Source: an optimization exercise on an open RTL-to-GDS flow (aim: small area). Production flows keep margins and buffers that such runs may drop.
RTL that was checked went through simulation tests only; none was proved equivalent to the original.
For run 5, only the layout was checked, not whether the RTL still works.
No activity file was given, so power comes from the tool's default toggle rates.

File: design.v
`timescale 1ns/1ps
package pe_pkg;
    localparam int DATA_W = 32;
endpackage
`timescale 1ns/1ps
`timescale 1ns/1ps
`timescale 1ns/1ps
`timescale 1ns/1ps
`timescale 1ns/1ps
`timescale 1ns/1ps
module pe_top
(
    input  logic         clk,
    input  logic         rst_n,            
    input  logic [65:0]  instr_i,          
    input  logic         instr_valid_i,
    output logic         instr_ready_o,
    input  logic [33:0]  fwd1_i,           
    input  logic [33:0]  fwd2_i,
    output logic         wb_cyc_o,
    output logic         wb_stb_o,
    output logic         wb_we_o,
    output logic [31:0]  wb_adr_o,
    output logic [31:0]  wb_dat_o,
    output logic [3:0]   wb_sel_o,
    input  logic         wb_ack_i,
    input  logic [31:0]  wb_dat_i,
    output logic [31:0]  result_o,
    output logic [8:0]   tgt1_o,           
    output logic [8:0]   tgt2_o,
    output logic         branch_o,
    output logic         term_o,
    output logic         done_o,
    output logic [5:0]   icount_o
);
    localparam logic [1:0] S_IDLE  = 2'd0;    
    localparam logic [1:0] S_SETUP = 2'd1;    
    localparam logic [1:0] S_EXEC  = 2'd2;    
    localparam logic [1:0] S_POST  = 2'd3;    
    logic [2:0]   i_op;
    logic [3:0]   i_fn;
    logic         i_immab;
    logic [5:0]   i_immlo;
    logic [25:0]  i_immhi;
    logic [9:0]   i_off;
    assign i_op    = instr_i[65:63];
    assign i_fn    = instr_i[62:59];
    assign i_immab = instr_i[58];
    assign i_immlo = instr_i[57:52];
    assign i_immhi = instr_i[51:26];
    assign i_off   = instr_i[25:16];
    logic [31:0]  r1, r2;
    logic [2:0]   op_q;
    logic [3:0]   fn_q;
    logic [15:0]  tg_q;        
    logic [9:0]   off_q;       
    logic [5:0]   icnt;
    logic [4:0]   cnt;         
    logic         c;           
    logic [1:0]   st;
    logic         cyc_q;
    logic         done_q;
    logic         prefix_q;
    logic  idle, accept, i_pre, i_alu, i_sh, i_sll, i_run;
    assign idle   = (st == S_IDLE);
    assign accept = idle && instr_valid_i;
    assign i_pre  = (i_op == 3'b100);
    assign i_alu  = (i_op == 3'b000);
    assign i_sh   = i_alu && (i_fn == 4'd7 || i_fn == 4'd8 || i_fn == 4'd9);
    assign i_sll  = i_alu && (i_fn == 4'd7);
    assign i_run  = (i_alu && !i_sh) || i_op == 3'b001 || i_op == 3'b010;
    logic  f1a, f1b, f2a, f2b;
    logic  aF1, aF2, aIm, bF1, bF2, bIm;
    logic  s1f1, s1f2, s1im, s2f1, s2f2, s2im, s2pre;
    assign f1a = (fwd1_i[33:32] == 2'b10);
    assign f1b = (fwd1_i[33:32] == 2'b11);
    assign f2a = (fwd2_i[33:32] == 2'b10);
    assign f2b = (fwd2_i[33:32] == 2'b11);
    assign aF1 = f1a;
    assign aF2 = !f1a && f2a;
    assign aIm = !f1a && !f2a && !i_immab;
    assign bF1 = f1b;
    assign bF2 = !f1b && f2b;
    assign bIm = !f1b && !f2b && i_immab;
    assign s1f1  = idle && (i_sll ? bF1 : aF1);
    assign s1f2  = idle && (i_sll ? bF2 : aF2);
    assign s1im  = idle && (i_sll ? bIm : aIm);
    assign s2f1  = idle && !i_pre && (i_sll ? aF1 : bF1);
    assign s2f2  = idle && !i_pre && (i_sll ? aF2 : bF2);
    assign s2im  = idle && !i_pre && (i_sll ? aIm : bIm);
    assign s2pre = idle && i_pre;
    logic  q_alu, q_ld, q_st, q_mem, q_term, q_shr, q_sll, q_inv, q_slt;
    assign q_alu  = (op_q == 3'b000);
    assign q_ld   = (op_q == 3'b001);
    assign q_st   = (op_q == 3'b010);
    assign q_mem  = q_ld || q_st;
    assign q_term = (op_q == 3'b101) && (fn_q == 4'd4);
    assign q_sll  = q_alu && (fn_q == 4'd7);
    assign q_shr  = q_alu && (fn_q == 4'd8 || fn_q == 4'd9);
    assign q_inv  = q_alu && (fn_q == 4'd4 || fn_q == 4'd5 || fn_q == 4'd6);
    assign q_slt  = q_alu && (fn_q == 4'd5 || fn_q == 4'd6);
    logic  last, step, a, b, bx, sum, cout, lt, w;
    assign last = (cnt == 5'd31);
    assign step = (st == S_EXEC) && !(q_shr && last);
    assign a    = r1[0];
    assign b    = q_st ? off_q[0] : r2[0];
    assign bx   = b ^ q_inv;
    assign sum  = a ^ bx ^ c;
    assign cout = (a & bx) | (a & c) | (bx & c);
    assign lt   = fn_q[0] ? ((a ^ b) ? a : !c) : !cout;
    always_comb
    begin
        w = 1'b0;
        if (q_mem)
            w = sum;
        else
            case (fn_q)
                4'd0:        w = a | b;
                4'd1:        w = a & b;
                4'd2:        w = a ^ b;
                4'd3, 4'd4:  w = sum;
                4'd7:        w = r2[0];    
                4'd9:        w = r1[31];   
                default:     w = 1'b0;
            endcase
    end
    logic  sx, k1, k2;    
    assign sx = (fn_q == 4'd1) ? wb_dat_i[7] : (fn_q == 4'd2) ? wb_dat_i[15] : 1'b0;
    assign k1 = !(fn_q == 4'd1 || fn_q == 4'd4);
    assign k2 = k1 && !(fn_q == 4'd2 || fn_q == 4'd5);
    logic  ld1, post, fin;
    assign post = (st == S_POST);
    assign fin  = post && !cyc_q;
    assign ld1  = accept || (st == S_SETUP && q_sll) || (fin && !(q_alu || q_ld));
    logic         cap, ck1, ck2, cf1, cf2, h1, h2, h2hi, s1imh, s2imh;
    logic [31:0]  sh1, sh2;
    assign cap   = cyc_q && wb_ack_i;
    assign ck1   = cap && k1;
    assign ck2   = cap && k2;
    assign cf1   = cap && !k1 && sx;
    assign cf2   = cap && !k2 && sx;
    assign h1    = !(ld1 || cap || step);
    assign h2    = !(accept || step);
    assign s1imh = s1im && prefix_q;
    assign s2imh = s2im && prefix_q;
    assign h2hi  = h2 || s2imh;    
    assign sh1   = {w, r1[31:2], (last && q_slt) ? lt : r1[1]};
    assign sh2   = {r2[0], r2[31:1]};
    always_ff @(posedge clk)
    begin
        r1[5:0]   <= ({6{s1f1}} & fwd1_i[5:0]) | ({6{s1f2}} & fwd2_i[5:0]) |
                     ({6{s1im}} & i_immlo) | ({6{cap}} & wb_dat_i[5:0]) |
                     ({6{step}} & sh1[5:0]) | ({6{h1}} & r1[5:0]);
        r1[7:6]   <= ({2{s1f1}} & fwd1_i[7:6]) | ({2{s1f2}} & fwd2_i[7:6]) |
                     ({2{s1imh}} & r2[7:6]) | ({2{cap}} & wb_dat_i[7:6]) |
                     ({2{step}} & sh1[7:6]) | ({2{h1}} & r1[7:6]);
        r1[15:8]  <= ({8{s1f1}} & fwd1_i[15:8]) | ({8{s1f2}} & fwd2_i[15:8]) |
                     ({8{s1imh}} & r2[15:8]) | ({8{ck1}} & wb_dat_i[15:8]) | {8{cf1}} |
                     ({8{step}} & sh1[15:8]) | ({8{h1}} & r1[15:8]);
        r1[31:16] <= ({16{s1f1}} & fwd1_i[31:16]) | ({16{s1f2}} & fwd2_i[31:16]) |
                     ({16{s1imh}} & r2[31:16]) | ({16{ck2}} & wb_dat_i[31:16]) | {16{cf2}} |
                     ({16{step}} & sh1[31:16]) | ({16{h1}} & r1[31:16]);
    end
    always_ff @(posedge clk)
    begin
        r2[5:0]  <= ({6{s2f1}} & fwd1_i[5:0]) | ({6{s2f2}} & fwd2_i[5:0]) |
                    ({6{s2im}} & i_immlo) | ({6{step}} & sh2[5:0]) | ({6{h2}} & r2[5:0]);
        r2[31:6] <= ({26{s2f1}} & fwd1_i[31:6]) | ({26{s2f2}} & fwd2_i[31:6]) |
                    ({26{s2pre}} & i_immhi) | ({26{step}} & sh2[31:6]) |
                    ({26{h2hi}} & r2[31:6]);
    end
    always_ff @(posedge clk)
    begin
        if (accept)
        begin
            op_q <= i_op;
            fn_q <= i_fn;
            tg_q <= instr_i[15:0];
        end
    end
    always_ff @(posedge clk)
    begin
        if (accept)
            off_q <= i_off;
        else
            off_q <= {1'b0, off_q[9:1]};
    end
    always_ff @(posedge clk)
    begin
        if (accept)
            c <= i_alu && (i_fn == 4'd4 || i_fn == 4'd5 || i_fn == 4'd6);
        else if (step)
            c <= cout;
    end
    always_ff @(posedge clk)
    begin
        if (accept)
            cnt <= 5'd0;
        else if (st == S_SETUP)
            cnt <= q_sll ? r1[4:0] : ~r2[4:0];
        else
            cnt <= cnt + 5'd1;
    end
    logic  zero, take;
    assign zero = (r1 == 32'd0);
    assign take = q_alu && !tg_q[9] && (tg_q[8] ^ zero);
    always_ff @(posedge clk)
    begin
        if (!rst_n)
        begin
            st       <= S_IDLE;
            cyc_q    <= 1'b0;
            done_q   <= 1'b0;
            prefix_q <= 1'b0;
        end
        else
        begin
            done_q <= fin;
            if (accept)
                prefix_q <= i_pre;
            case (st)
                S_IDLE:
                    if (accept)
                    begin
                        if (i_pre)
                            st <= S_IDLE;    
                        else if (i_sh)
                            st <= S_SETUP;
                        else if (i_run)
                            st <= S_EXEC;
                        else
                            st <= S_POST;
                    end
                S_SETUP: st <= S_EXEC;
                S_EXEC:
                    if (last)
                    begin
                        st    <= S_POST;
                        cyc_q <= q_mem;
                    end
                default:
                    if (cyc_q)
                    begin
                        if (wb_ack_i)
                            cyc_q <= 1'b0;
                    end
                    else
                    begin
                        st <= S_IDLE;
                    end
            endcase
        end
    end
    logic  ic_ld, ic_inc, ic_hold;
    assign ic_ld   = rst_n && fin && take;
    assign ic_inc  = rst_n && ((accept && i_pre) || (fin && !take && !q_term));
    assign ic_hold = rst_n && !ic_ld && !ic_inc;
    always_ff @(posedge clk)
        icnt <= ({6{ic_ld}} & tg_q[15:10]) | ({6{ic_inc}} & (icnt + 6'd1)) | ({6{ic_hold}} & icnt);
    assign instr_ready_o = idle;
    assign wb_cyc_o      = cyc_q;
    assign wb_stb_o      = cyc_q;
    assign wb_we_o       = q_st;
    assign wb_adr_o      = r1;
    assign wb_dat_o      = r2;
    assign wb_sel_o      = (fn_q == 4'd1 || fn_q == 4'd4) ? 4'b0001 :
                           (fn_q == 4'd2 || fn_q == 4'd5) ? 4'b0011 : 4'b1111;
    assign result_o      = r1;
    assign tgt1_o        = {(q_alu || q_ld) && tg_q[9], tg_q[15:8]};
    assign tgt2_o        = {(q_alu || q_ld) && tg_q[1], tg_q[7:0]};
    assign branch_o      = take;
    assign term_o        = q_term;
    assign done_o        = done_q;
    assign icount_o      = icnt;
endmodule
File: constraint.sdc
create_clock -name core_clock -period 7.0 [get_ports {clk}]
set_input_delay 1.4000 -clock core_clock [delete_from_list [all_inputs] [get_ports {clk}]]
set_output_delay 1.4000 -clock core_clock [all_outputs]
set_load 0.01 [all_outputs]
File: flow/area.abc
&get -n
&st
&dch
&nf -R 1000
&put
File: flow/run.sh
#!/bin/bash
# The standard layout (standard.sh) with these changes:
#  - synthesis maps the logic with an area-oriented ABC script (flow/area.abc) in place of
#    ORFS's speed script; everything else in synth_recipe.tcl is kept as it is
#  - the port buffers are the smallest buffer cell, sky130_fd_sc_hd__buf_1
#  - clock tree synthesis gets its arguments from CTS_ARGS: small clock buffers, no dummy loads
# Each ORFS step keeps its own log under orfs/logs; the make output goes to standard.log.
set -o pipefail
W=$(pwd)
{
  echo 'proc abc {args} {'
  echo '  set i [lsearch -exact $args -script]'
  echo '  if { $i >= 0 } { set args [lreplace $args [expr {$i + 1}] [expr {$i + 1}] $::env(MY_ABC_SCRIPT)] }'
  echo '  yosys abc {*}$args'
  echo '}'
  cat synth_recipe.tcl
} > my_synth.tcl
sed "s#SYNTH_SCRIPT=[^ ]*#SYNTH_SCRIPT=$W/my_synth.tcl#" standard.sh > my_standard.sh
export MY_ABC_SCRIPT=$W/flow/area.abc
export BUFFER_PORTS_ARGS="-buffer_cell sky130_fd_sc_hd__buf_1"
export CTS_ARGS="-sink_clustering_enable -repair_clock_nets -buf_list sky130_fd_sc_hd__clkbuf_4 -root_buf sky130_fd_sc_hd__clkbuf_8 -dont_use_dummy_load"
bash my_standard.sh > standard.log 2>&1
status=$?
tail -20 standard.log
exit $status
File: standard.sh
#!/bin/bash
# synth_recipe.tcl (not shown) runs the flow's synth.tcl, then flattens the netlist and writes it again
# the make line also repeats each setting of config.mk as NAME=value (left out here)
make -C /OpenROAD-flow-scripts/flow DESIGN_CONFIG=/design/flow/config.mk WORK_HOME=/design/flow/orfs CLKGATE_MAP_FILE= SYNTH_SCRIPT=/design/flow/synth_recipe.tcl "${@:-finish}"
File: config.mk
export PLATFORM = sky130hd
export DESIGN_NAME = pe_top
export DESIGN_NICKNAME = pe_top
export VERILOG_FILES = /design/flow/design.v
export SDC_FILE = /design/flow/constraint.sdc
export NUM_CORES = 4
export LEC_CHECK = 0
export CAP_MARGIN = 20
export CORE_MARGIN = 2
export CORE_UTILIZATION = 50
export SLEW_MARGIN = 20
==> run notes, run 1 <==
outcome=finished clean; top-count cell post-synth=nand2_1; CTS Buf Count=17; port buffer count=299; r2r setup slk=2.94 ns; placed cells=1007; CP top delay family=compound AO/OA/AOI/OAI gates; number of global-route vias before repair=6049; Max FO, Critical Path=65; CTS Sinks=114; synth top area cells=dfxtp_1, a222oi_1, edfxtp_1; Cell variety after synth=42; postcts setup bufs=0; Worst Hold Margin=0.420 ns; Avg Inst Size Synth=9.41 µm²; placer congestion estimate=0.931; WL/cell=21.1 µm; FMAX=0.247 GHz; Slew Viols, Final=0; fraction of layout cells with a size suffix above 1=3.50%; layout overhead on the synthesized area=22.7%; VDD IR max=236 µV; Detail Placement HPWL=15200 µm; number of diodes=0; Initial Util=51.7%; CTS-repair resized insts=0; Synth Cell Area=5630 µm²; Via density=6.37; Nets=1068; Bufs and invs on worst path=2; H-tree level count=4; Via Count=6529; Hold-fix buffers, CTS=0; initial drt markers=1236; Startpoint Class=register; CP required=7.31 ns; largest stage delay on the critical path=0.83 ns; die height=110 µm; initial antenna violation count=0; Final Critical Period=4.06 ns; CTS tree=built; crit path DAT=4.37 ns; clock root cell=clkbuf_8; Worst R2R Start=cnt[0]$_SDFF_PP0_; Commonest cells post-synth=nand2_1, dfxtp_1, a222oi_1; Post-synth EDFFs=24; cells along the critical path=ha_1 -> and3_1 -> ha_1 -> clkinv_1 -> o41a_2 -> buf_4 -> nor2_1 -> nand3_1 -> a21oi_4 -> a222oi_1 -> nand4_1; power density over the cells=426 nW/µm²; number of I/O pins=301; CTS clk-pin slew, worst paths=0.09 ns; die width=110 µm; Ys Warns=1; crit end category=register; Layout Cells excl Fill=1025; RSZ-0062 raised after global routing=false; drt first pass iters=10; Die Area=12100 µm²; DRC=0; relative slew slack=24.8%; Syn Inst Count=598; final setup fails=0; GRT overflow=0; FF+latch count, synth=114; final worst-path cycle share=58.0%; final hold vios=0; largest net degree at the start of global routing=66; design area=6900 µm²; ys flop type=dfxtp_1; worst-case clock skew=0.0387 ns; CP dominant cell by count=ha_1; post-route ant nets=0; crit path from=cnt[0]$_SDFF_PP0_; clock tree buffer depth=2; Core Area=10900 µm²; first-pass GRT wire length=31800 µm; Hold/Removal Path Class=register to register; clock insertion delay at the later pin of the skew report=0.40 ns; leak pwr=2.49 nW; post-placement cell area=6750 µm²; Synth area leader=dfxtp_1; critical path's slowest cell=a21oi_4; Syn Nets=779; Seq/Total Area, Yosys=44.8%; Hold Path Origin=off_q[2]$_DFF_P_; Total Wirelength=21600 µm; critical path class=register to register; Slew @ Worst Pin=1.12 ns; All-Layer GR Usage=34.3%; Tot Pwr=2.94 mW; max cap viols=0; Synth async-reset ratio=0%; # rows=38; top-area cell type share of the netlist area=32.0%; setup_tns=0 ns
==> flip-flops by register name (all words and copies together) (netlist names) <==
name / cells
st: 2
op_q: 3
cyc_q: 1
done_q: 1
r2: 32
cnt: 5
prefix_q: 1
c: 1
tg_q: 16
r1: 32
fn_q: 4
off_q: 10
icnt: 6
==> kinds of logic (layout without fill, tap and decap cells) <==
| group | count (synthesis) | in the layout | synth area share (%) |
|---|---|---|---|
| flops | 114 | 114 | 44.8 |
| other cells | 1 | 1 | 0.0667 |
| buf+inv | 48 | 335 | 5.67 |
| mux | 2 | 2 | 0.356 |
| xor+xnor | 5 | 5 | 0.779 |
| simple gates | 227 | 227 | 18.3 |
| fa+ha+maj | 11 | 11 | 2.58 |
| compound gates | 190 | 190 | 27.4 |
==> cell usage in the layout (no fill, tap or decap), types with 4 or more instances in the layout <==
cell      netlist  layout
a221oi_1       16      16
clkbuf_4        0      16
buf_4          37       7
nand2_1       118     118
a21oi_1        16      13
buf_1           0     299
a22oi_1        46      46
dfxtp_1        90      90
a31oi_1         5       5
edfxtp_1       24      24
nor4_1          9       8
nor2b_1         4       4
nand4_1        12      12
nand2b_1        5       5
ha_1           10      10
clkinv_1       11      11
nor3_1          6       6
a222oi_1       72      72
nor2_1         27      27
nand3_1        26      26
nor3b_1         5       5
o21ai_0        21      21
and2_0          4       4
==> worst paths after layout <==
| check | endpoint | cells past startpoint |
|---|---|---|
| hold reg to reg | off_q[1]$_DFF_P_ | 2 |
| setup / recovery | r1[10]$_DFF_P_ | 11 |
| setup reg to reg | r1[10]$_DFF_P_ | 11 |
| hold / removal | off_q[1]$_DFF_P_ | 2 |
==> routing by layer <==
metal	routed length [µm]	vias to the layer above	GRT usage (%)
met3	2330	54	9.94
met2	10300	435	55.5
met4	687	0	15.6
met5	0	-	0
li1	-	2960	-
met1	8220	3080	42.3
==> power by group <==
group	internal, mW	total (mW)	switching [mW]
Clock	0.119	0.325	0.206
Combinational	0.510	1.33	0.819
Sequential	0.960	1.29	0.328
==> per-stage QoR <==
stage / utilization, % / worst slack, ns
after floorplan: - / 2.32
after global routing: 63.4 / 2.71
after global placement: 62.0 / 2.61
after detailed placement: 62.0 / 2.53
after CTS: 63.2 / 2.92
final: 63.4 / 2.94
==> worst reg2reg max path: cells and delay by family, from the launching register on <==
kind / cells / cell delay, ns
DFF: 1 / 0.37
adders and majority gates: 2 / 0.40
buffers and inverters: 2 / 0.47
and+or+nand+nor: 4 / 1.21
AOI/OAI and AO/OA: 3 / 1.55
==> final cells by class <==
cell class / count / area, µm²
inverter: 11 / 41.3
sequential: 114 / 2520
tap: 140 / 175
multi-input combinational: 436 / 2840
timing repair buffer: 307 / 1190
fill: 1070 / 3990
clock buffer: 17 / 134
==> run 2, diff against run 1 <==
==> flow/area.abc (replaced) <==
&get -n
&st
&dc2
&dch -f
&nf -R 1000 -p
&put
--- a/config.mk
+++ b/config.mk
@@ -9,3 +9,3 @@
 export CORE_MARGIN = 2
-export CORE_UTILIZATION = 50
+export CORE_UTILIZATION = 40
 export SLEW_MARGIN = 20
==> run notes, run 2 <==
outcome=finished clean; GRT overflow=0; Cell variety after synth=46; Register Area=2520 µm²; Die Area=15200 µm²; FMAX=0.242 GHz; Avg Inst Size Synth=9.61 µm²; top-count cell post-synth=nand2_1; die height=123 µm; CP required=5.60 ns; initial drt markers=790; All-Layer GR Usage=27.1%; post-route ant nets=0; largest net degree at the start of global routing=65; Commonest cells post-synth=nand2_1, dfxtp_1, a222oi_1; final setup fails=0; clock insertion delay at the later pin of the skew report=0.42 ns; Syn Nets=774; CTS Sinks=114; Fillers=1423; number of I/O pins=301; Hold/Removal Path Class=register to register; commonest non-fill, non-tap cells in the layout=buf_1, nand2_1, dfxtp_1; Max FO, Critical Path=6; fraction of layout cells with a size suffix above 1=3.53%; synth top area cells=dfxtp_1, edfxtp_1, a222oi_1; Tot Pwr=2.96 mW; Synth area leader=dfxtp_1; Startpoint Class=register; Nets=1062; area of the multi-input gates=2900 µm²; WL/cell=20.2 µm; biggest registers after layout=r1 x32, r2 x32, tg_q x16; clock tree buffer depth=2; worst-case clock skew=0.0247 ns; Critical Path Sink=branch_o; die width=123 µm; Slew Viols, Final=0; worst r2r dst=r1[31]$_DFF_P_; Detail Placement HPWL=14900 µm; Synth async-reset ratio=0%; number of global-route vias before repair=5872; r2r setup slk=3.17 ns; DRC=0; Final Critical Period=4.14 ns; H-tree level count=4; ys flop type=dfxtp_1; Synth Cell Area=5700 µm²; most common cell after layout, fill and taps aside=buf_1; VDD IR max=175 µV; top-area cell type share of the netlist area=31.6%; CTS tree=built; drt first pass iters=6; crit end category=output pin; Initial Util=41.0%; postcts setup bufs=0; number of diodes=0; Core Area=13900 µm²; final worst-path cycle share=59.1%; Via Count=6395; Syn Inst Count=593; CTS clk-pin slew, worst paths=0.10 ns; # rows=43; CTS-repair resized insts=0; Worst R2R Start=st[1]$_SDFFE_PN0P_; relative slew slack=21.8%; leak pwr=2.58 nW; final hold vios=0; Via density=6.04; clock root cell=clkbuf_8; Ys Warns=1; RSZ-0062 raised after global routing=false; Place WS=2.57 ns; placer congestion estimate=0.935; worst-case reg-to-reg path depth=11; max cap viols=0; critical path class=register to output pin; port buffer count=299; Hold-fix buffers, CTS=0; FF+latch count, synth=114; CTS Buf Count=17; Total Wirelength=21400 µm; setup_tns=0 ns; initial antenna violation count=0; layout overhead on the synthesized area=23.0%; crit path from=r1[3]$_DFF_P_; Post-synth EDFFs=24; crit path DAT=2.74 ns; setup ws final=2.86 ns; first-pass GRT wire length=31400 µm; Seq/Total Area, Yosys=44.3%; power density over the cells=422 nW/µm²; Slew @ Worst Pin=1.17 ns
[run 2: cell types whose count changed after synthesis, moves of 4 or more]
cell / previous run / this run
a222oi_1: 72 / 51
nor2_1: 27 / 21
a21oi_1: 16 / 23
nand4_1: 12 / 3
a221o_1: 2 / 45
nand2_1: 118 / 112
a221oi_1: 16 / 6
nand3_1: 26 / 14
a22oi_1: 46 / 50
[run 2: power breakdown]
part           internal [mW]  leakage, nW  total [mW]  switching, mW
logic                  0.547         1.52        1.35          0.800
registers              0.956        0.980        1.28          0.320
clock network          0.119       0.0808       0.333          0.215
[run 2: metrics by stage]
| step | hold slack [ns] | util (%) | cell area, µm² | instances |
|---|---|---|---|---|
| after floorplan | 0.399 | - | 5700 | 593 |
| after global placement | 0.404 | 49.5 | 6870 | 1042 |
| after detailed placement | 0.413 | 49.5 | 6870 | 1042 |
| after CTS | 0.421 | 50.5 | 7010 | 1059 |
| after global routing | 0.448 | 50.5 | 7010 | 1059 |
| final | 0.424 | 50.5 | 7010 | 1059 |
[run 2: cell type report]
class | count | area share [%]
inverter | 14 | 0.750
tap | 180 | 3.21
clock buffer | 17 | 1.91
timing repair buffer | 306 | 16.8
multi-input combinational | 428 | 41.4
sequential | 114 | 36.0
[run 2: logic make-up after synthesis]
family | share of synthesized area [%]
compound gates | 30.9
simple gates | 15.5
flops | 44.3
buf+inv | 5.80
fa+ha+maj | 2.55
xor+xnor | 0.769
other cells | 0.0658
mux | 0.176
[run 2: worst max-delay path, cell delays in order, from the launching register on]
cell       delay [ns]
dfxtp_1          0.38
nor4_1           0.42
nand4_1          0.26
nor2_1           0.20
nor2_1           0.05
a2111oi_0        0.77
buf_1            0.23
[run 2: per-layer routing]
metal	wire (µm)	share of wire, %	track usage [%]	up-vias
met5	0	0	0	-
met4	348	1.6	9.80	0
met3	2140	10	6.32	35
met2	10400	49	43.9	393
met1	8530	40	35.1	3008
li1	-	-	-	2959
[run 2: worst min-delay path by stage]
stage / to / cells after the start / slack [ns] / start
3_3_place_gp: off_q[3]$_DFF_P_ / 2 / 0.40 / off_q[4]$_DFF_P_
6_report: off_q[2]$_DFF_P_ / 2 / 0.42 / off_q[3]$_DFF_P_
2_1_floorplan: off_q[0]$_DFF_P_ / 2 / 0.40 / off_q[1]$_DFF_P_
4_1_cts: off_q[2]$_DFF_P_ / 2 / 0.42 / off_q[3]$_DFF_P_
5_1_grt: off_q[2]$_DFF_P_ / 2 / 0.45 / off_q[3]$_DFF_P_
3_5_place_dp: off_q[7]$_DFF_P_ / 2 / 0.41 / off_q[8]$_DFF_P_
==> run 3, diff against run 2 <==
==> flow/area.abc (replaced) <==
&get -n
&st
&dch
&nf -R 1000
&put
==> run notes, run 3 <==
critical path's slowest cell=a211oi_1; outcome=finished clean; postcts setup bufs=0; FMAX=0.260 GHz; synth top area cells=dfxtp_1, a222oi_1, edfxtp_1; placer congestion estimate=0.908; Syn Inst Count=598; number of global-route vias before repair=6313; FF+latch count, synth=114; number of diodes=0; worst-case clock skew=0.0511 ns; worst-case reg-to-reg path depth=9; final worst-path cycle share=55.0%; VDD IR max=204 µV; CTS Buf Count=17; Initial Util=40.7%; power density over the cells=424 nW/µm²; Cell variety after synth=42; Synth Cell Area=5630 µm²; r2r setup slk=3.32 ns; Slew @ Worst Pin=1.14 ns; fraction of layout cells with a size suffix above 1=3.51%; H-tree level count=4; Slew Viols, Final=0; post-route ant nets=0; final hold vios=0; drt first pass iters=8; Commonest cells post-synth=nand2_1, dfxtp_1, a222oi_1; worst r2r dst=r1[8]$_DFF_P_; most common cell after layout, fill and taps aside=buf_1; commonest non-fill, non-tap cells in the layout=buf_1, nand2_1, dfxtp_1; Startpoint Class=input pin; hold depth=2; RSZ-0062 raised after global routing=false; sequential power share=44.0%; CP dominant cell by count=nand2_1; crit end category=register; WL/cell=20.8 µm; Comb pwr share=44.8%; clock root cell=clkbuf_8; ys flop type=dfxtp_1; P_int=1.58 mW; setup ws final=3.15 ns; Hold-fix buffers, CTS=0; GRT overflow=0; clock insertion delay at the later pin of the skew report=0.42 ns; die width=123 µm; Total Wirelength=22200 µm; CTS Sinks=114; Via density=6.17; Max FO, Critical Path=26; Clock Power Share=11.2%; Synth async-reset ratio=0%; Detail Placement HPWL=15700 µm; Seq/Total Area, Yosys=44.8%; Final Critical Period=3.85 ns; DRC=0; largest stage delay on the critical path=0.81 ns; first-pass GRT wire length=33100 µm; clock tree buffer depth=2; biggest registers after layout=r1 x32, r2 x32, tg_q x16; Worst R2R Start=st[1]$_SDFFE_PN0P_; initial antenna violation count=0; CTS-repair resized insts=0; Post-synth EDFFs=24; Hold Path Origin=off_q[6]$_DFF_P_; # rows=43; crit path DAT=4.18 ns; All-Layer GR Usage=28.8%; Nets=1067; CTS clk-pin slew, worst paths=0.09 ns; crit path from=instr_i[65]; Ys Warns=1; initial drt markers=953; die height=123 µm; Place WS=2.42 ns; Hold/Removal Path Class=register to register; port buffer count=299; Die Area=15000 µm²; final setup fails=0; Syn Nets=779; Min-Delay Endpoint=off_q[5]$_DFF_P_; top-area cell type share of the netlist area=32.0%; Switching Power=1.36 mW; Via Count=6570; top-count cell post-synth=nand2_1; layout overhead on the synthesized area=23.3%; largest net degree at the start of global routing=65; CTS tree=built; setup_tns=0 ns; number of I/O pins=301; max cap viols=0; relative slew slack=23.6%; Synth area leader=dfxtp_1; sw frac=46.2%; Avg Inst Size Synth=9.41 µm²; CP required=7.33 ns; leak pwr=2.48 nW; Core Area=13800 µm²; critical path class=input pin to register; cells along the critical path=buf_1 -> nor3_1 -> nand4_1 -> a211oi_1 -> nand2_1 -> nand2_2 -> a222oi_1 -> nand2_1
## run 3: layout make-up
cell class                      count  area [µm²]
Sequential cell                   114        2520
Clock buffer                       17         134
Fill cell                        1396        6890
Inverter                           11        41.3
Multi-Input combinational cell    436        2840
Tap cell                          180         225
Timing Repair Buffer              306        1170
## run 3: cell families after synthesis
family                   count (synthesis)  share of synthesized area [%]
other                                    1                         0.0667
flip-flops                             114                           44.8
multiplexers                             2                          0.356
XOR/XNOR                                 5                          0.779
AND/OR/NAND/NOR                        227                           18.3
buffers and inverters                   48                           5.67
adder cells (fa/ha/maj)                 11                           2.58
AO/OA/AOI/OAI                          190                           27.4
## run 3: worst max-delay path by stage
stage | slack [ns] | to
after floorplan | 2.32 | r1[10]$_DFF_P_
after global placement | 2.49 | r2[7]$_DFF_P_
after detailed placement | 2.42 | r2[9]$_DFF_P_
after CTS | 2.86 | r2[23]$_DFF_P_
after global routing | 2.91 | r2[23]$_DFF_P_
final | 3.15 | r2[23]$_DFF_P_
## run 3: per-layer routing
metal / up-vias / part of all wire [%] / global-route usage [%]
met1: 3123 / 40 / 37.3
met5: - / 0 / 0
li1: 2963 / - / -
met4: 0 / 2.7 / 12.1
met2: 429 / 48 / 46.5
met3: 55 / 9.4 / 5.99
## run 3: power by group through the flow
stage	logic [mW]	clock network, mW	registers, mW
finish	1.32	0.330	1.29
global route	1.46	0.369	1.32
CTS	1.31	0.343	1.28
detailed placement	1.31	0	1.30
global placement	1.29	0	1.29
floorplan	0.848	0	1.28
## run 3: metrics by stage
stage	util, %	power (mW)	hold WS (ns)	cell area [µm²]	std cells
3_3_place_gp	49.2	2.58	0.413	6800	1047
5_1_grt	50.2	3.15	0.452	6940	1064
3_5_place_dp	49.2	2.60	0.414	6800	1047
6_report	50.2	2.94	0.432	6940	1064
4_1_cts	50.2	2.94	0.437	6940	1064
2_1_floorplan	-	2.13	0.399	5630	598
## run 3: worst max-delay path: cells and delay by family
family / cells / cell delay, ns
simple gates: 5 / 1.62
compound gates: 2 / 1.02
buf+inv: 1 / 0.12
==> run 4, diff against run 3 <==
--- a/flow/run.sh
+++ b/flow/run.sh
@@ -20,3 +20,3 @@
 export BUFFER_PORTS_ARGS="-buffer_cell sky130_fd_sc_hd__buf_1"
-export CTS_ARGS="-sink_clustering_enable -repair_clock_nets -buf_list sky130_fd_sc_hd__clkbuf_4 -root_buf sky130_fd_sc_hd__clkbuf_8 -dont_use_dummy_load"
+export CTS_ARGS="-sink_clustering_enable -repair_clock_nets -buf_list sky130_fd_sc_hd__clkbuf_4 -root_buf sky130_fd_sc_hd__clkbuf_8 -sink_clustering_size 30 -sink_clustering_max_diameter 80 -dont_use_dummy_load"
 bash my_standard.sh > standard.log 2>&1
==> run notes, run 4 <==
Hold/Removal Path Class=register to register; Core Area=13800 µm²; worst-case clock skew=0.0511 ns; worst-case reg-to-reg path depth=9; CTS clk-pin slew, worst paths=0.09 ns; Die Area=15000 µm²; number of diodes=0; H-tree level count=4; crit path from=instr_i[65]; Synth area leader=dfxtp_1; All-Layer GR Usage=28.8%; final worst-path cycle share=55.0%; postcts setup bufs=0; Slew Viols, Final=0; Hold Path Origin=off_q[6]$_DFF_P_; largest net degree at the start of global routing=65; post-placement cell area=6800 µm²; Synth async-reset ratio=0%; Commonest cells post-synth=nand2_1, dfxtp_1, a222oi_1; clock tree buffer depth=2; layout overhead on the synthesized area=23.3%; die height=123 µm; WL/cell=20.8 µm; final setup fails=0; Via Count=6570; CTS Buf Count=17; clock insertion delay at the later pin of the skew report=0.42 ns; RSZ-0062 raised after global routing=false; first-pass GRT wire length=33100 µm; Seq/Total Area, Yosys=44.8%; ys flop type=dfxtp_1; CTS Sinks=114; initial drt markers=953; max cap viols=0; setup_tns=0 ns; Detail Placement HPWL=15700 µm; CTS tree=built; final hold vios=0; Slew @ Worst Pin=1.14 ns; crit end category=register; Hold-fix buffers, CTS=0; Tot Pwr=2.94 mW; CTS-repair resized insts=0; Worst Hold Margin=0.432 ns; Ys Warns=1; Initial Util=40.7%; number of I/O pins=301; Startpoint Class=input pin; Final Critical Period=3.85 ns; crit path DAT=4.18 ns; FF+latch count, synth=114; worst r2r dst=r1[8]$_DFF_P_; Cell variety after synth=42; biggest registers after layout=r1 x32, r2 x32, tg_q x16; number of global-route vias before repair=6313; Post-synth EDFFs=24; r2r setup slk=3.32 ns; Layout Cells excl Fill=1064; Syn Nets=779; top-area cell type share of the netlist area=32.0%; Worst R2R Start=st[1]$_SDFFE_PN0P_; initial antenna violation count=0; top-count cell post-synth=nand2_1; Critical Path Sink=r2[23]$_DFF_P_; Avg Inst Size Synth=9.41 µm²; outcome=finished clean; port buffer count=299; VDD IR max=204 µV; FMAX=0.260 GHz; Place WS=2.42 ns; power density over the cells=424 nW/µm²; Total Wirelength=22200 µm; drt first pass iters=8; commonest non-fill, non-tap cells in the layout=buf_1, nand2_1, dfxtp_1; synth top area cells=dfxtp_1, a222oi_1, edfxtp_1; Synth Cell Area=5630 µm²; GRT overflow=0; relative slew slack=23.6%; share of the core filled with cells=50.2%; # rows=43; leak pwr=2.48 nW; die width=123 µm; setup ws final=3.15 ns; placed cells=1047; design area=6940 µm²; fraction of layout cells with a size suffix above 1=3.51%; Via density=6.17; placer congestion estimate=0.908; Nets=1067; critical path class=input pin to register; post-route ant nets=0; clock root cell=clkbuf_8; Syn Inst Count=598; most common cell after layout, fill and taps aside=buf_1; CP required=7.33 ns; DRC=0; Max FO, Critical Path=26
==> run 4: cell counts after synthesis <==
Identical to the previous run, type by type.
==> run 4: how the worst min path moves through the flow <==
stage | to | slack [ns] | cells past startpoint
after detailed placement | off_q[7]$_DFF_P_ | 0.41 | 2
after global placement | off_q[4]$_DFF_P_ | 0.41 | 2
final | off_q[5]$_DFF_P_ | 0.43 | 2
after CTS | off_q[5]$_DFF_P_ | 0.44 | 2
after global routing | off_q[5]$_DFF_P_ | 0.45 | 2
after floorplan | off_q[0]$_DFF_P_ | 0.40 | 2
==> run 4: final cells by class <==
| type | count | area [µm²] |
|---|---|---|
| Fill cell | 1396 | 6890 |
| Multi-Input combinational cell | 436 | 2840 |
| Sequential cell | 114 | 2520 |
| Timing Repair Buffer | 306 | 1170 |
| Tap cell | 180 | 225 |
| Clock buffer | 17 | 134 |
| Inverter | 11 | 41.3 |
==> run 4: logic make-up (layout without fill, tap and decap cells) <==
kind of cell | after synthesis | after routing | share of synthesized area [%]
XOR/XNOR | 5 | 5 | 0.779
AND/OR/NAND/NOR | 227 | 227 | 18.3
flip-flops | 114 | 114 | 44.8
other | 1 | 1 | 0.0667
adder cells (fa/ha/maj) | 11 | 11 | 2.58
multiplexers | 2 | 2 | 0.356
AO/OA/AOI/OAI | 190 | 190 | 27.4
buffers and inverters | 48 | 334 | 5.67
==> run 4: per-layer routing <==
| layer | share of wire, % | global-route usage [%] |
|---|---|---|
| met5 | 0 | 0 |
| met2 | 48 | 46.5 |
| met3 | 9.4 | 5.99 |
| met4 | 2.7 | 12.1 |
| met1 | 40 | 37.3 |
==> run 4: power breakdown <==
part	total, mW	switching (mW)	internal, mW	leakage [nW]
clock	0.330	0.212	0.119	0.0808
combinational	1.32	0.813	0.503	1.42
sequential	1.29	0.334	0.960	0.980
==> run 4: worst max-delay path: stages <==
cell and delay (ns):
buf_1 0.12, nor3_1 0.34, nand4_1 0.48, a211oi_1 0.81, nand2_1 0.14, nand2_2 0.55, a222oi_1 0.21, nand2_1 0.11
==> run 5, diff against run 4 <==
--- a/design.v
+++ b/design.v
@@ -61,5 +61,4 @@
     logic         cyc_q;
-    logic         done_q;
     logic         prefix_q;
-    logic  idle, accept, i_pre, i_alu, i_sh, i_sll, i_run;
+    logic  idle, accept, i_pre, i_alu, i_sh, i_sll, i_run, i_res;
     assign idle   = (st == S_IDLE);
@@ -70,3 +69,4 @@
     assign i_sll  = i_alu && (i_fn == 4'd7);
-    assign i_run  = (i_alu && !i_sh) || i_op == 3'b001 || i_op == 3'b010;
+    assign i_res  = i_alu || i_op == 3'b001 || i_op == 3'b010;
+    assign i_run  = i_res && !i_sh;
     logic  f1a, f1b, f2a, f2b;
@@ -84,5 +84,5 @@
     assign bIm = !f1b && !f2b && i_immab;
-    assign s1f1  = idle && (i_sll ? bF1 : aF1);
-    assign s1f2  = idle && (i_sll ? bF2 : aF2);
-    assign s1im  = idle && (i_sll ? bIm : aIm);
+    assign s1f1  = idle && i_res && (i_sll ? bF1 : aF1);
+    assign s1f2  = idle && i_res && (i_sll ? bF2 : aF2);
+    assign s1im  = idle && i_res && (i_sll ? bIm : aIm);
     assign s2f1  = idle && !i_pre && (i_sll ? aF1 : bF1);
@@ -133,10 +133,11 @@
     assign fin  = post && !cyc_q;
-    assign ld1  = accept || (st == S_SETUP && q_sll) || (fin && !(q_alu || q_ld));
-    logic         cap, ck1, ck2, cf1, cf2, h1, h2, h2hi, s1imh, s2imh;
+    assign ld1  = accept || (st == S_SETUP && q_sll);
+    logic         cap, ck0, ck1, ck2, cf1, cf2, h1, h2, h2hi, s1imh, s2imh;
     logic [31:0]  sh1, sh2;
     assign cap   = cyc_q && wb_ack_i;
-    assign ck1   = cap && k1;
-    assign ck2   = cap && k2;
-    assign cf1   = cap && !k1 && sx;
-    assign cf2   = cap && !k2 && sx;
+    assign ck0   = cap && q_ld;
+    assign ck1   = cap && q_ld && k1;
+    assign ck2   = cap && q_ld && k2;
+    assign cf1   = cap && q_ld && !k1 && sx;
+    assign cf2   = cap && q_ld && !k2 && sx;
     assign h1    = !(ld1 || cap || step);
@@ -151,6 +152,6 @@
         r1[5:0]   <= ({6{s1f1}} & fwd1_i[5:0]) | ({6{s1f2}} & fwd2_i[5:0]) |
-                     ({6{s1im}} & i_immlo) | ({6{cap}} & wb_dat_i[5:0]) |
+                     ({6{s1im}} & i_immlo) | ({6{ck0}} & wb_dat_i[5:0]) |
                      ({6{step}} & sh1[5:0]) | ({6{h1}} & r1[5:0]);
         r1[7:6]   <= ({2{s1f1}} & fwd1_i[7:6]) | ({2{s1f2}} & fwd2_i[7:6]) |
-                     ({2{s1imh}} & r2[7:6]) | ({2{cap}} & wb_dat_i[7:6]) |
+                     ({2{s1imh}} & r2[7:6]) | ({2{ck0}} & wb_dat_i[7:6]) |
                      ({2{step}} & sh1[7:6]) | ({2{h1}} & r1[7:6]);
@@ -212,3 +213,2 @@
             cyc_q    <= 1'b0;
-            done_q   <= 1'b0;
             prefix_q <= 1'b0;
@@ -217,3 +217,2 @@
         begin
-            done_q <= fin;
             if (accept)
@@ -257,4 +256,6 @@
     assign ic_hold = rst_n && !ic_ld && !ic_inc;
-    always_ff @(posedge clk)
-        icnt <= ({6{ic_ld}} & tg_q[15:10]) | ({6{ic_inc}} & (icnt + 6'd1)) | ({6{ic_hold}} & icnt);
+    logic [5:0]  icnt_d;
+    assign icnt_d = ({6{ic_ld}} & tg_q[15:10]) | ({6{ic_inc}} & (icnt + 6'd1)) | ({6{ic_hold}} & icnt);
+    always_ff @(posedge clk)
+        icnt <= icnt_d;
     assign instr_ready_o = idle;
@@ -272,4 +273,4 @@
     assign term_o        = q_term;
-    assign done_o        = done_q;
-    assign icount_o      = icnt;
+    assign done_o        = fin;
+    assign icount_o      = icnt_d;    
 endmodule
--- a/flow/run.sh
+++ b/flow/run.sh
@@ -20,3 +20,3 @@
 export BUFFER_PORTS_ARGS="-buffer_cell sky130_fd_sc_hd__buf_1"
-export CTS_ARGS="-sink_clustering_enable -repair_clock_nets -buf_list sky130_fd_sc_hd__clkbuf_4 -root_buf sky130_fd_sc_hd__clkbuf_8 -sink_clustering_size 30 -sink_clustering_max_diameter 80 -dont_use_dummy_load"
+export CTS_ARGS="-sink_clustering_enable -repair_clock_nets -buf_list sky130_fd_sc_hd__clkbuf_4 -root_buf sky130_fd_sc_hd__clkbuf_8 -dont_use_dummy_load"
 bash my_standard.sh > standard.log 2>&1
==> run notes, run 5 <==
Tot Pwr=2.75 mW; Worst Hold Margin=0.418 ns; most common cell after layout, fill and taps aside=buf_1; Ys Warns=1; Die Area=15000 µm²; Max FO, Critical Path=27; setup ws final=2.07 ns; drt first pass iters=10; initial antenna violation count=0; Total Wirelength=21500 µm; All-Layer GR Usage=27.5%; design area=6940 µm²; VDD IR max=192 µV; die width=122 µm; CP dominant cell by count=buf_1; final hold vios=0; Nets=1068; relative slew slack=29.1%; postcts setup bufs=0; Initial Util=40.8%; RSZ-0062 raised after global routing=false; share of the core filled with cells=50.4%; layout overhead on the synthesized area=23.6%; initial drt markers=928; final worst-path cycle share=70.4%; Layout Cells excl Fill=1065; Synth Cell Area=5610 µm²; Avg Inst Size Synth=9.40 µm²; Startpoint Class=input pin; Hold-fix buffers, CTS=0; CP required=5.60 ns; top-area cell type share of the netlist area=31.7%; worst-case clock skew=0.0444 ns; clock insertion delay at the later pin of the skew report=0.43 ns; placer congestion estimate=0.866; post-placement cell area=6800 µm²; power density over the cells=397 nW/µm²; Slew Viols, Final=0; Hold/Removal Path Class=register to register; clock tree buffer depth=2; CTS tree=built; WL/cell=20.1 µm; Via density=6.15; die height=122 µm; placed cells=1048; Synth area leader=dfxtp_1; number of diodes=0; Core Area=13800 µm²; top-count cell post-synth=nand2_1; Commonest cells post-synth=nand2_1, dfxtp_1, a222oi_1; GRT overflow=0; Synth async-reset ratio=0%; synth top area cells=dfxtp_1, edfxtp_1, a222oi_1; critical path's slowest cell=nor3b_1; crit end category=output pin; critical path class=input pin to output pin; commonest non-fill, non-tap cells in the layout=buf_1, nand2_1, dfxtp_1; Final Critical Period=4.93 ns; post-route ant nets=0; Detail Placement HPWL=15200 µm; number of I/O pins=301; outcome=finished clean; Post-synth EDFFs=24; Via Count=6553; biggest registers after layout=r1 x32, r2 x32, tg_q x16; FF+latch count, synth=113; ys flop type=dfxtp_1; fraction of layout cells with a size suffix above 1=3.84%; FMAX=0.203 GHz; Syn Nets=778; leak pwr=2.52 nW; CTS-repair resized insts=0; first-pass GRT wire length=31500 µm; Cell variety after synth=46; Seq/Total Area, Yosys=44.6%; Slew @ Worst Pin=1.06 ns; setup_tns=0 ns; Place WS=2.08 ns; max cap viols=0; final setup fails=0; H-tree level count=4; Fillers=1400; port buffer count=299; # rows=43; CTS Sinks=113; DRC=0; crit path DAT=3.53 ns; number of global-route vias before repair=5980; clock root cell=clkbuf_8; Syn Inst Count=597; cells along the critical path=buf_1 -> nor2_1 -> and3_2 -> nand2_1 -> o41ai_1 -> nor3b_1 -> a22oi_1 -> o21ai_0 -> buf_1; CTS clk-pin slew, worst paths=0.12 ns; largest stage delay on the critical path=0.62 ns; largest net degree at the start of global routing=66; CTS Buf Count=17
run 5: cell count changes in the layout (fill, tap and decap cells not counted), moves of 3 or more:
cell,previous run,this run
a221o_1,2,13
a221oi_1,16,9
nor2_1,27,33
o21ai_0,21,16
a22oi_1,46,42
a222oi_1,72,69
a31oi_1,5,8
nand3_1,26,23
run 5: metal layers:
layer  up-vias  track usage, %  share of wire, %
met5         -               0                 0
met4         0            11.6               2.9
met3        51            5.81                10
met2       476            44.9                47
met1      3068            35.2                40
li1       2958               -                 -
run 5: critical path: cells and delay by family:
kind | cells | cell delay (ns)
compound gates | 3 | 0.43
buf+inv | 2 | 0.33
simple gates | 4 | 1.36
run 5: area by class of cell:
type	instances	area, µm²	area share, %
clock buffers	17	134	1.93
repair buffers	308	1190	17.2
inverters	11	41.3	0.595
multi-input cells	436	2840	41.0
flip-flops and latches	113	2500	36.1
well taps	180	225	3.25
run 5: power breakdown:
| group | total, mW | switching [mW] | internal, mW |
|---|---|---|---|
| combinational | 1.19 | 0.737 | 0.454 |
| sequential | 1.23 | 0.294 | 0.934 |
| clock | 0.331 | 0.212 | 0.119 |
| total | 2.75 | 1.24 | 1.51 |
run 5: cells by family after synthesis:
kind of cell	count (synthesis)	synth area share (%)
adder cells (fa/ha/maj)	11	2.59
flip-flops	113	44.6
buffers and inverters	48	5.68
other	1	0.0668
XOR/XNOR	5	0.780
multiplexers	2	0.357
AND/OR/NAND/NOR	232	18.7
AO/OA/AOI/OAI	185	27.2
run 5: final timing paths:
kind                startpoint               end  slack (ns)  cells past startpoint
max                instr_i[64]       icount_o[0]        2.07                      9
min           off_q[3]$_DFF_P_  off_q[2]$_DFF_P_        0.42                      2
max reg2reg  cnt[0]$_SDFF_PP0_    r1[17]$_DFF_P_        3.06                     11
min reg2reg   off_q[3]$_DFF_P_  off_q[2]$_DFF_P_        0.42                      2

static timing again, ports no longer ideal:
How much do the figures lean on ideal ports? The routed layouts below were timed once more, with nothing changed but the port constraints.
Step 1: set_driving_cell puts a clkbuf_16 on clk and a buf_2 on each other input, an assumption about the parent block.
Step 2 times the ports against the registers' clock, not the clock port: input delays grow and output delays shrink by t, the midpoint of the rising clock arrivals with the driver on.
a / b / c = ideal / step 1 / step 2; a / b = the first two.
| run | t (ns) | slack for setup (ns) | cell pins on the clock port's net |
|---|---|---|---|
| run 1 | 0.417 | 2.943 / 2.943 / 2.662 | 1 |
| run 2 | 0.445 | 2.860 / 2.821 / 2.685 | 1 |
| run 3 | 0.435 | 3.152 / 3.169 / 2.734 | 1 |
| run 4 | 0.435 | 3.152 / 3.169 / 2.734 | 1 |
| run 5 | 0.450 | 2.073 / 2.047 / 2.047 | 1 |
After both steps every run listed still meets setup and hold.
